This design comes from an exercise in tuning for small area on the open sky130 flow, not from production work.
Function was checked by simulation only, so behaviour that the tests miss may differ from the original.
No activity file was given, so power comes from the tool's default toggle rates.

<file path="design/flow/config.mk">
export PLATFORM = sky130hd
export DESIGN_NAME = activation_stream_packer
export DESIGN_NICKNAME = activation_stream_packer
export VERILOG_FILES = /design/flow/design.v
export SDC_FILE = /design/flow/constraint.sdc
export NUM_CORES = 4
export LEC_CHECK = 0
export CAP_MARGIN = 10
export CORE_AREA = 5 5 260 260
export DIE_AREA = 0 0 265 265
export PLACE_DENSITY_LB_ADDON = 0.05
export SLEW_MARGIN = 10
export SYNTH_HIERARCHICAL = 1
export SYNTH_MINIMUM_KEEP_SIZE = 0
</file>
<file path="design/flow/constraint.sdc">
create_clock -name core_clock -period 5.0 [get_ports {clk}]
set_input_delay 1.0000 -clock core_clock [delete_from_list [all_inputs] [get_ports {clk}]]
set_output_delay 1.0000 -clock core_clock [all_outputs]
set_load 0.01 [all_outputs]
</file>
<file path="design/flow/design.v">
package activation_pkg;
    localparam int unsigned DATA_WIDTH  = 8;
    localparam int unsigned MATRIX_SIZE = 196;
    localparam logic [1:0] FUNC_RELU    = 2'b00;
    localparam logic [1:0] FUNC_SIGMOID = 2'b01;
    localparam logic [1:0] FUNC_TANH    = 2'b10;
    localparam logic [1:0] FUNC_SOFTMAX = 2'b11;
    typedef enum logic [1:0] {
        ST_IDLE  = 2'd0,
        ST_FILL  = 2'd1,
        ST_ISSUE = 2'd2
    } packer_state_t;
endpackage
module packer_fsm #(
    parameter int unsigned SLOTS     = 196,
    parameter int unsigned CNT_WIDTH = 8
) (
    input  logic                 clk,
    input  logic                 rst,
    input  logic                 cfg_valid,
    input  logic [31:0]          cfg_size,
    input  logic [1:0]           cfg_func,
    input  logic                 s_valid,
    input  logic                 s_last,
    output logic                 cfg_ready,
    output logic                 s_ready,
    output logic                 clr,        
    output logic                 wr_en,      
    output logic [CNT_WIDTH-1:0] count,
    output logic [CNT_WIDTH-1:0] size_q,
    output logic [1:0]           func_q,
    output logic                 valid_out,
    output logic                 busy,
    output logic                 err_len,
    output logic                 err_cfg
);
    logic st_fill;
    logic st_issue;
    logic idle;
    logic cfg_ok;
    logic cfg_hs;
    logic take;
    logic at_end;
    logic fin;
    logic [CNT_WIDTH-1:0] count_inc;
    assign idle      = !(st_fill || st_issue);
    assign cfg_ok    = (cfg_size[31:CNT_WIDTH] == '0) && (cfg_size[CNT_WIDTH-1:0] != '0) &&
                       (cfg_size[CNT_WIDTH-1:0] <= CNT_WIDTH'(SLOTS));
    assign cfg_hs    = cfg_valid && idle;
    assign take      = cfg_hs && cfg_ok;
    assign wr_en     = s_valid && st_fill && !rst;
    assign count_inc = count + CNT_WIDTH'(1);
    assign at_end    = (count_inc == size_q);
    assign fin       = s_valid && st_fill && (at_end || s_last);
    assign clr       = rst || take;
    assign cfg_ready = idle;
    assign s_ready   = st_fill;
    assign valid_out = st_issue;
    assign busy      = !idle;
    always_ff @(posedge clk) begin
        if (rst) begin
            st_fill  <= 1'b0;
            st_issue <= 1'b0;
            size_q   <= '0;
            func_q   <= '0;
            err_len  <= 1'b0;
            err_cfg  <= 1'b0;
        end else begin
            st_fill  <= take || (st_fill && !fin);
            st_issue <= fin;
            if (take) begin
                size_q <= cfg_size[CNT_WIDTH-1:0];
                func_q <= cfg_func;
            end
            if (cfg_hs && !cfg_ok)             err_cfg <= 1'b1;
            if (s_valid && st_fill && (s_last != at_end)) err_len <= 1'b1;
        end
    end
    always_ff @(posedge clk) begin
        if (!st_fill)   count <= '0;
        else if (s_valid) count <= count_inc;
    end
endmodule
module activation_stream_packer #(
    parameter int unsigned DATA_WIDTH  = activation_pkg::DATA_WIDTH,
    parameter int unsigned MATRIX_SIZE = activation_pkg::MATRIX_SIZE,
    parameter int unsigned CNT_WIDTH   = 8
) (
    input  logic                                clk,
    input  logic                                rst,
    input  logic                                cfg_valid,
    output logic                                cfg_ready,
    input  logic [31:0]                         cfg_size,
    input  logic [1:0]                          cfg_func,
    input  logic                                s_valid,
    output logic                                s_ready,
    input  logic [DATA_WIDTH-1:0]               s_data,
    input  logic                                s_last,
    output logic [MATRIX_SIZE*DATA_WIDTH-1:0]   matrix_out,
    output logic [31:0]                         matrix_size_out,
    output logic [1:0]                          func_sel_out,
    output logic                                valid_out,
    output logic                                busy,
    output logic                                err_len,
    output logic                                err_cfg
);
    logic                   clr;
    logic                   wr_en;
    logic [CNT_WIDTH-1:0]   count;
    logic [CNT_WIDTH-1:0]   size_q;
    logic                   keep;
    logic [MATRIX_SIZE-1:0] sel;
    packer_fsm #(
        .SLOTS     (MATRIX_SIZE),
        .CNT_WIDTH (CNT_WIDTH)
    ) u_fsm (
        .clk       (clk),
        .rst       (rst),
        .cfg_valid (cfg_valid),
        .cfg_size  (cfg_size),
        .cfg_func  (cfg_func),
        .s_valid   (s_valid),
        .s_last    (s_last),
        .cfg_ready (cfg_ready),
        .s_ready   (s_ready),
        .clr       (clr),
        .wr_en     (wr_en),
        .count     (count),
        .size_q    (size_q),
        .func_q    (func_sel_out),
        .valid_out (valid_out),
        .busy      (busy),
        .err_len   (err_len),
        .err_cfg   (err_cfg)
    );
    assign matrix_size_out = {{(32-CNT_WIDTH){1'b0}}, size_q};
    assign keep = !clr;
    localparam int unsigned NLO = 16;
    localparam int unsigned NHI = (MATRIX_SIZE + NLO - 1) / NLO;
    logic [NLO-1:0] lo_n;
    logic [NHI-1:0] hi_n;
    packer_slot_predecoder #(
        .NLO       (NLO),
        .NHI       (NHI),
        .CNT_WIDTH (CNT_WIDTH)
    ) u_dec (
        .wr_en (wr_en),
        .count (count),
        .lo_n  (lo_n),
        .hi_n  (hi_n)
    );
    for (genvar i = 0; i < MATRIX_SIZE; i++) begin : g_slot
        packer_slot #(
            .DATA_WIDTH (DATA_WIDTH)
        ) u_slot (
            .clk  (clk),
            .keep (keep),
            .lo_n (lo_n[i % NLO]),
            .hi_n (hi_n[i / NLO]),
            .din  (s_data),
            .q    (matrix_out[DATA_WIDTH*i +: DATA_WIDTH])
        );
    end
endmodule
module packer_slot_predecoder #(
    parameter int unsigned NLO       = 16,
    parameter int unsigned NHI       = 13,
    parameter int unsigned CNT_WIDTH = 8
) (
    input  logic                 wr_en,
    input  logic [CNT_WIDTH-1:0] count,
    output logic [NLO-1:0]       lo_n,
    output logic [NHI-1:0]       hi_n
);
    always_comb begin
        for (int unsigned l = 0; l < NLO; l++)
            lo_n[l] = !(count[3:0] == 4'(l));
        for (int unsigned h = 0; h < NHI; h++)
            hi_n[h] = !(wr_en && (count[CNT_WIDTH-1:4] == (CNT_WIDTH-4)'(h)));
    end
endmodule
module packer_slot #(
    parameter int unsigned DATA_WIDTH = 8
) (
    input  logic                  clk,
    input  logic                  keep,
    input  logic                  lo_n,
    input  logic                  hi_n,
    input  logic [DATA_WIDTH-1:0] din,
    output logic [DATA_WIDTH-1:0] q
);
    logic sel;
    assign sel = !(lo_n || hi_n);
    always_ff @(posedge clk) q <= (q & {DATA_WIDTH{keep}}) | (din & {DATA_WIDTH{sel}});
endmodule
</file>
<file path="design/flow/flow/run.sh">
#!/bin/bash
# Standard layout, with the port buffers made of the smallest buffer cell and clock tree
# synthesis without dummy loads, the clock pin
# placed with room around it, and synthesis's larger gates swapped for drive-1 ones before
# global placement. Each tool's full output stays in orfs/logs; make's own
# output goes to flow_make.log.
set -euo pipefail
cd "$(dirname "$0")/.."
bash standard.sh \
  BUFFER_PORTS_ARGS="-buffer_cell sky130_fd_sc_hd__buf_1" \
  CTS_ARGS="-sink_clustering_enable -repair_clock_nets -dont_use_dummy_load -buf_list sky130_fd_sc_hd__clkbuf_8 -sink_clustering_size 18 -sink_clustering_max_diameter 60" \
  PLACE_PINS_ARGS="-min_distance 1 -min_distance_in_tracks -exclude left:126.5-138.5" \
  PRE_IO_PLACEMENT_TCL="$PWD/flow/io_pre.tcl" \
  PRE_GLOBAL_PLACE_TCL="$PWD/flow/downsize.tcl" \
  finish > flow_make.log 2>&1
</file>
<file path="design/flow/flow/downsize.tcl">
# Synthesis sizes some gates for speed the design does not need at this period. Swap every
# combinational gate for the drive-1 version of the same function; the repair steps that
# follow size up whatever then needs it.
set n_swapped 0
foreach inst [[ord::get_db_block] getInsts] {
  set name [[$inst getMaster] getName]
  if {![regexp {^(sky130_fd_sc_hd__([a-z0-9]+))_([0-9]+)$} $name -> base func drive]} { continue }
  if {$drive <= 1} { continue }
  if {[regexp {^(df|edf|sdf|dl|buf|clk|tap|conb|diode|fill|decap)} $func]} { continue }
  set small [[ord::get_db] findMaster ${base}_1]
  if {$small eq "NULL"} { continue }
  $inst swapMaster $small
  incr n_swapped
}
puts "downsize: swapped $n_swapped gates to drive 1"
</file>
<file path="design/flow/flow/io_pre.tcl">
# Put the clock pin in the middle of the left edge, with no other pin within 6 um of it
# (place_pins below is given -exclude left:126.5-138.5), so its wiring has room.
place_pin -pin_name clk -layer met3 -location {0 132.5} -pin_size {0.8 0.3} -force_to_die_boundary
</file>
<file path="design/flow/standard.sh">
#!/bin/bash
# synth_recipe.tcl (not shown) runs the flow's synth.tcl, then flattens the netlist and writes it again
# the make line also repeats each setting of config.mk as NAME=value (left out here)
make -C /OpenROAD-flow-scripts/flow DESIGN_CONFIG=/design/flow/config.mk WORK_HOME=/design/flow/orfs CLKGATE_MAP_FILE= SYNTH_SCRIPT=/design/flow/synth_recipe.tcl "${@:-finish}"
</file>
==> results of run 1 <==
## synth_stat cells (2+ instances only)
cell / n / area share [%]
xor2_1: 3 / 0.051
nor3_1: 3 / 0.029
nor2b_1: 2 / 0.024
nand4_1: 8 / 0.098
nor4_2: 4 / 0.098
buf_4: 25 / 0.37
o21ai_1: 9 / 0.088
and3b_1: 3 / 0.051
and2_1: 8 / 0.098
nor2b_2: 2 / 0.034
nand2_1: 29 / 0.21
clkbuf_1: 3 / 0.022
inv_1: 4 / 0.029
nand3b_1: 2 / 0.029
dfxtp_1: 1590 / 62
mux2i_1: 2 / 0.039
a21oi_1: 13 / 0.13
nor4_1: 3 / 0.037
ha_1: 2 / 0.049
and2b_1: 2 / 0.029
nor2_4: 197 / 4.3
buf_6: 199 / 4.4
nand3_1: 20 / 0.20
o21ai_0: 5 / 0.049
a31oi_1: 2 / 0.024
nor2_1: 8 / 0.059
a22o_1: 1568 / 27
xnor2_1: 14 / 0.24
## cells by family after synthesis
group	after synthesis	synth area share [%]
adder cells (fa/ha/maj)	2	0.04887
XOR/XNOR	17	0.2909
AND/OR/NAND/NOR	298	5.445
multiplexers	3	0.06110
other	1	0.007325
flip-flops	1590	62.18
AO/OA/AOI/OAI	1599	27.15
buffers and inverters	232	4.822
## worst min path at each step
stage / startpoint / to / depth (start not counted) / slack, ns
after CTS: cfg_func[1] / u_fsm.func_q[1] / 3 / 0.48
after global placement: u_fsm.err_len / u_fsm.err_len / 2 / 0.45
after floorplan: u_fsm.func_q[1] / u_fsm.func_q[1] / 2 / 0.49
after detailed placement: u_fsm.err_cfg / u_fsm.err_cfg / 2 / 0.46
## metal layers
layer	overflow	GRT usage, %
met1	0	66.43
met2	8	83.06
met3	0	41.15
met4	2	55.99
met5	0	10.54
## metrics by stage
| stage | std cells | setup slack, ns | area [µm²] | total power (W) |
|---|---|---|---|---|
| global placement | 6065 | 1.031 | 55100 | 0.01351 |
| floorplan | 3765 | -1.299 | 51310 | 0.01337 |
| CTS | 6163 | 1.532 | 56450 | 0.01861 |
| detailed placement | 6065 | 0.8542 | 55100 | 0.01351 |
## power by group through the flow
| stage | combinational, W | clock [W] | sequential, W |
|---|---|---|---|
| floorplan | 0.000416 | 0 | 0.0129 |
| global placement | 0.000562 | 0 | 0.0129 |
| detailed placement | 0.000563 | 0 | 0.0129 |
| CTS | 0.000564 | 0.00539 | 0.0127 |
==> impl_metrics.tcl, run 1 <==
set metrics [dict create \
    stop_stage "global routing (5_1_grt)" \
    cts-resized-gates 0 \
    cts_buffers 98 \
    port-buffer-count 1630 \
    ios 1654 \
    cts_hold_buf 0 \
    postCtsSetupBuffers 0 \
    place_congestion 1.199 \
    ys.flop_type "dfxtp_1" \
    yosysWarnings 9 \
    core.rowCount 93 \
    status "aborted with a tool error" \
    cts.path.max_buffers 3 \
    clock_sinks 1590 \
    avgSynthCellArea_um2 13.68 \
    synth_edf_count 0 \
    grt-ovfl-total 10 \
    start_util_pct 79.41 \
    async_flop_share_pct 0 \
    grt_pass1_wl_um 324900 \
    root_buffer "clkbuf_8" \
    dpl.hpwl_um 151200 \
    htreeDepth 3 \
    synthCells 3742 \
    die_h_um 265 \
    grt_pass1_vias 43420 \
    stop_error "[ERROR GRT-0116] Global routing finished with congestion. Check the congestion regions in the DRC Viewer." \
    netlist_area_mm2 0.05119 \
    seq_area_frac_synth_pct 62.18 \
    track_usage_pct 62.62 \
    die_x_um 265 \
    yosysUniqueCellTypes 40 \
    grt_max_degree 300 \
    ys_ff_latch 1590 \
]
==> run 2: changes to the inputs <==
==> design/flow/flow/run.sh (replaced) <==
#!/bin/bash
# Standard layout, except: the port buffers are the smallest buffer cell; clock tree synthesis
# makes larger leaf clusters and no dummy loads; the clock pin sits mid-edge with room around
# it; synthesis's larger gates are swapped for drive-1 ones before global placement (repair
# sizes up what needs it); and the constant-zero outputs share one tie cell. Each tool's full
# output stays in orfs/logs; make's own output goes to flow_make.log.
set -euo pipefail
cd "$(dirname "$0")/.."
bash standard.sh \
  BUFFER_PORTS_ARGS="-buffer_cell sky130_fd_sc_hd__buf_1" \
  CTS_ARGS="-sink_clustering_enable -repair_clock_nets -dont_use_dummy_load -buf_list sky130_fd_sc_hd__clkbuf_8 -sink_clustering_size 18 -sink_clustering_max_diameter 60" \
  PLACE_PINS_ARGS="-min_distance 1 -min_distance_in_tracks -exclude left:144-156" \
  PRE_IO_PLACEMENT_TCL="$PWD/flow/io_pre.tcl" \
  PRE_GLOBAL_PLACE_TCL="$PWD/flow/downsize.tcl" \
  SKIP_REPAIR_TIE_FANOUT=1 \
  finish > flow_make.log 2>&1
==> design/flow/flow/io_pre.tcl (replaced) <==
# Put the clock pin in the middle of the left edge, with no other pin within 6 um of it
# (place_pins below is given -exclude left:144-156), so its wiring has room.
place_pin -pin_name clk -layer met3 -location {0 150} -pin_size {0.8 0.3} -force_to_die_boundary
--- a/design/flow/config.mk
+++ b/design/flow/config.mk
@@ -8,5 +8,4 @@
 export CAP_MARGIN = 10
-export CORE_AREA = 5 5 260 260
-export DIE_AREA = 0 0 265 265
-export PLACE_DENSITY_LB_ADDON = 0.05
+export CORE_AREA = 5 5 295 295
+export DIE_AREA = 0 0 300 300
 export SLEW_MARGIN = 10
==> run 2 against run 1 <==
Against the previous run:
- now clean on timing, DRC and antenna
- synthesized cell count unchanged
- area after synthesis stayed put
==> impl_metrics.tcl, run 2 <==
set metrics [dict create \
    status "timing/DRC/antenna clean" \
    drive_above_1_share_pct 2.986 \
    reg_top3 "g_slot.u_slot.q x1568, u_fsm.count x8, u_fsm.size_q x8" \
    grt-ovfl-total 0 \
    hp-class "flop to flop" \
    route.met2.wl_um 87130 \
    via_count 41840 \
    holdPathStages 1 \
    cp.arrival_ns 4.31 \
    synth_edf_count 0 \
    rsz0062_at_grt "false" \
    top_register "g_slot.u_slot.q" \
    antenna_found_initial 6 \
    fill_cells 6717 \
    required_ns 5.65 \
    worstReg2RegStart "u_fsm.st_fill" \
    leakagePower_nw 21.17 \
    ys_ff_latch 1590 \
    mostFrequentLayoutCell "buf_1" \
    wl_met3_um 33140 \
    ys.flop_type "dfxtp_1" \
    dpl.hpwl_um 148900 \
    area_growth_syn_to_layout_pct 10.85 \
    top_layer_used "met5" \
    cap_violations 0 \
    worstSetupPathType "flop to flop" \
    path_clk_slew_ns 0.11 \
    seq_area_frac_synth_pct 62.18 \
    p_total_w 0.01900 \
    routed_wl_um 220400 \
    avgSynthCellArea_um2 13.68 \
    yosysUniqueCellTypes 40 \
    async_flop_share_pct 0 \
    htreeDepth 3 \
    hold_viol_final 0 \
    port-buffer-count 1630 \
    place_congestion 1.010 \
    clock_sinks 1590 \
    period_needed_ns 3.658 \
    core.rowCount 106 \
    insertion_delay_ns 0.77 \
    drcViolationCount 0 \
    cp-start-kind "flop" \
    cts.path.max_buffers 3 \
    track_usage_pct 45.47 \
    fin_crit_sh_pct 73.16 \
    cts_hold_buf 0 \
    grt_max_degree 293 \
    synth_top_area_cell "dfxtp_1" \
    die_x_um 300 \
    cp_max_fo 254 \
    ff2ff_setup_slack_ns 1.34 \
    worstHoldStart "g_slot[131].u_slot.q[5]" \
    grt_pass1_vias 37660 \
    cts_buffers 104 \
    root_buffer "clkbuf_8" \
    setup_viol 0 \
    finClkSkew_ns 0.08065 \
    fp.dieArea_mm2 0.09000 \
    r2r-end "g_slot[65].u_slot.q[5]" \
    hold_end "g_slot[131].u_slot.q[5]" \
    synthCells 3742 \
    holdWs_ns 0.4854 \
    wl_per_cell_um 34.55 \
    crit_path_end_kind "flop" \
    start_util_pct 61.27 \
    first_iter_violations 5465 \
    slew_violations 0 \
    fin_nets 5342 \
    avgViaCountPerCell 6.561 \
    largest_reg_flops 1568 \
    die_h_um 300 \
    postCtsSetupBuffers 0 \
    synthDominantCellAreaShare_pct 62.18 \
    synth.most_common_cell "dfxtp_1" \
    core_mm2 0.08356 \
    netlist_area_mm2 0.05119 \
    cts_tree "done" \
    maxSlewHeadroom_pct 5.669 \
    grt_pass1_wl_um 300800 \
    yosys-top-cells-area "dfxtp_1 62%, a22o_1 27%, buf_6 4.4%, nor2_4 4.3%, buf_4 0.37%" \
    reg2reg_depth 8 \
    tightest_slew_ns 1.415 \
    drt.antenna.violating_nets 0 \
    yosysWarnings 9 \
    fmax_mhz 273.4 \
    ios 1654 \
    cts-resized-gates 0 \
    p_per_area_mw_per_mm2 334.8 \
    wl_met1_um 77410 \
    yosys-top-cells-count "1590 x dfxtp_1, 1568 x a22o_1, 199 x buf_6" \
    ir_worst_vdd_v 0.0002527 \
    firstDrtPassIters 9 \
    layout_common_cells "1622 x buf_1, 1590 x dfxtp_1, 1568 x a22o_1" \
]
-- run 2: cell counts after synthesis --
No cell type changed its count.
-- run 2: cell type report --
class                   count  area, µm²  area share (%)
flip-flops and latches   1590      31830           56.09
multi-input cells        1920      15380           27.10
repair buffers           1673       6721           11.84
clock buffers             104       1431           2.522
well taps                1080       1351           2.381
inverters                   4      18.77         0.03307
diodes                      7      17.52         0.03087
-- run 2: worst max path at each step --
| stage | to | startpoint | slack, ns | cells after the start |
|---|---|---|---|---|
| floorplan | g_slot[10].u_slot.q[5] | cfg_size[15] | -1.30 | 8 |
| global placement | g_slot[9].u_slot.q[0] | s_valid | 1.01 | 8 |
| detailed placement | g_slot[131].u_slot.q[0] | s_valid | 0.98 | 8 |
| CTS | g_slot[178].u_slot.q[5] | u_fsm.st_fill | 1.48 | 8 |
| global route | g_slot[97].u_slot.q[2] | u_fsm.st_fill | 1.23 | 8 |
| finish | g_slot[65].u_slot.q[5] | u_fsm.st_fill | 1.34 | 8 |
-- run 2: cell families (layout without fill, tap and decap cells) --
kind of cell,after synthesis,in the layout,synth area share [%]
AO/OA/AOI/OAI,1599,1599,27.15
flip-flops,1590,1590,62.18
AND/OR/NAND/NOR,298,298,5.445
buffers and inverters,232,1781,4.822
XOR/XNOR,17,17,0.2909
multiplexers,3,3,0.06110
adder cells (fa/ha/maj),2,2,0.04887
other,1,8,0.007325
-- run 2: worst max-delay path: stages, from the launching register on --
cell and delay (ns):
dfxtp_1 0.73, nor2_1 0.29, and2_1 0.37, nand2_1 0.17, nand2b_1 0.10, clkinvlp_4 0.10, buf_12 0.51, buf_12 0.61
a22o_1 0.29
-- run 2: metal layers --
metal  GRT usage (%)  vias to the layer above
li1                -                    17480
met1           52.47                    20460
met2           61.54                     3115
met3           24.78                      779
met4           36.87                        8
met5           2.489                        -
-- run 2: power by group --
group | leakage, nW | internal, W | switching [W] | total (W)
logic | 7.62 | 0.0000788 | 0.000527 | 0.000606
registers | 12.8 | 0.0127 | 0.000000294 | 0.0127
clock network | 0.748 | 0.00187 | 0.00387 | 0.00574
total | 21.2 | 0.0146 | 0.00440 | 0.0190
-- run 2: stage by stage --
step	cells	worst slack, ns	setup TNS [ns]	area (µm²)	utilization [%]
after floorplan	3742	-1.299	-2002.14	51230	-
after global placement	6267	1.012	0	55300	66.18
after detailed placement	6267	0.9826	0	55300	66.18
after CTS	6371	1.479	0	56730	67.90
after global routing	6375	1.230	0	56740	67.91
final	6378	1.342	0	56750	67.92

what the ideal ports hide:
Ports are ideal in the flow. The routed layout listed here was re-timed in OpenROAD.
Step 1 (the two cells are an assumption about what drives the block):
set clk [get_ports {clk}]
set_driving_cell -lib_cell sky130_fd_sc_hd__clkbuf_16 $clk
set_driving_cell -lib_cell sky130_fd_sc_hd__buf_2 [delete_from_list [all_inputs] $clk]
Step 2 adds t to the input delays and takes it off the output delays; t is the mean of the earliest and latest rising clock arrival at the registers after step 1. Input paths then give back, and output paths get back, about the clock's delay inside the block.
Slacks: no drivers / after step 1 / after step 2; pairs: no drivers / after step 1.
run: run 2
t (ns): 0.768
slack for setup (ns): 1.342 / 1.342 / 0.712
worst setup path at the end: input to register
latest minus earliest clock arrival (ns): 0.099 / 0.099
After both steps setup and hold are still met in run 2. The setup slack of run 2 moves by 0.000 ns with the drivers and by -0.630 ns with both steps.
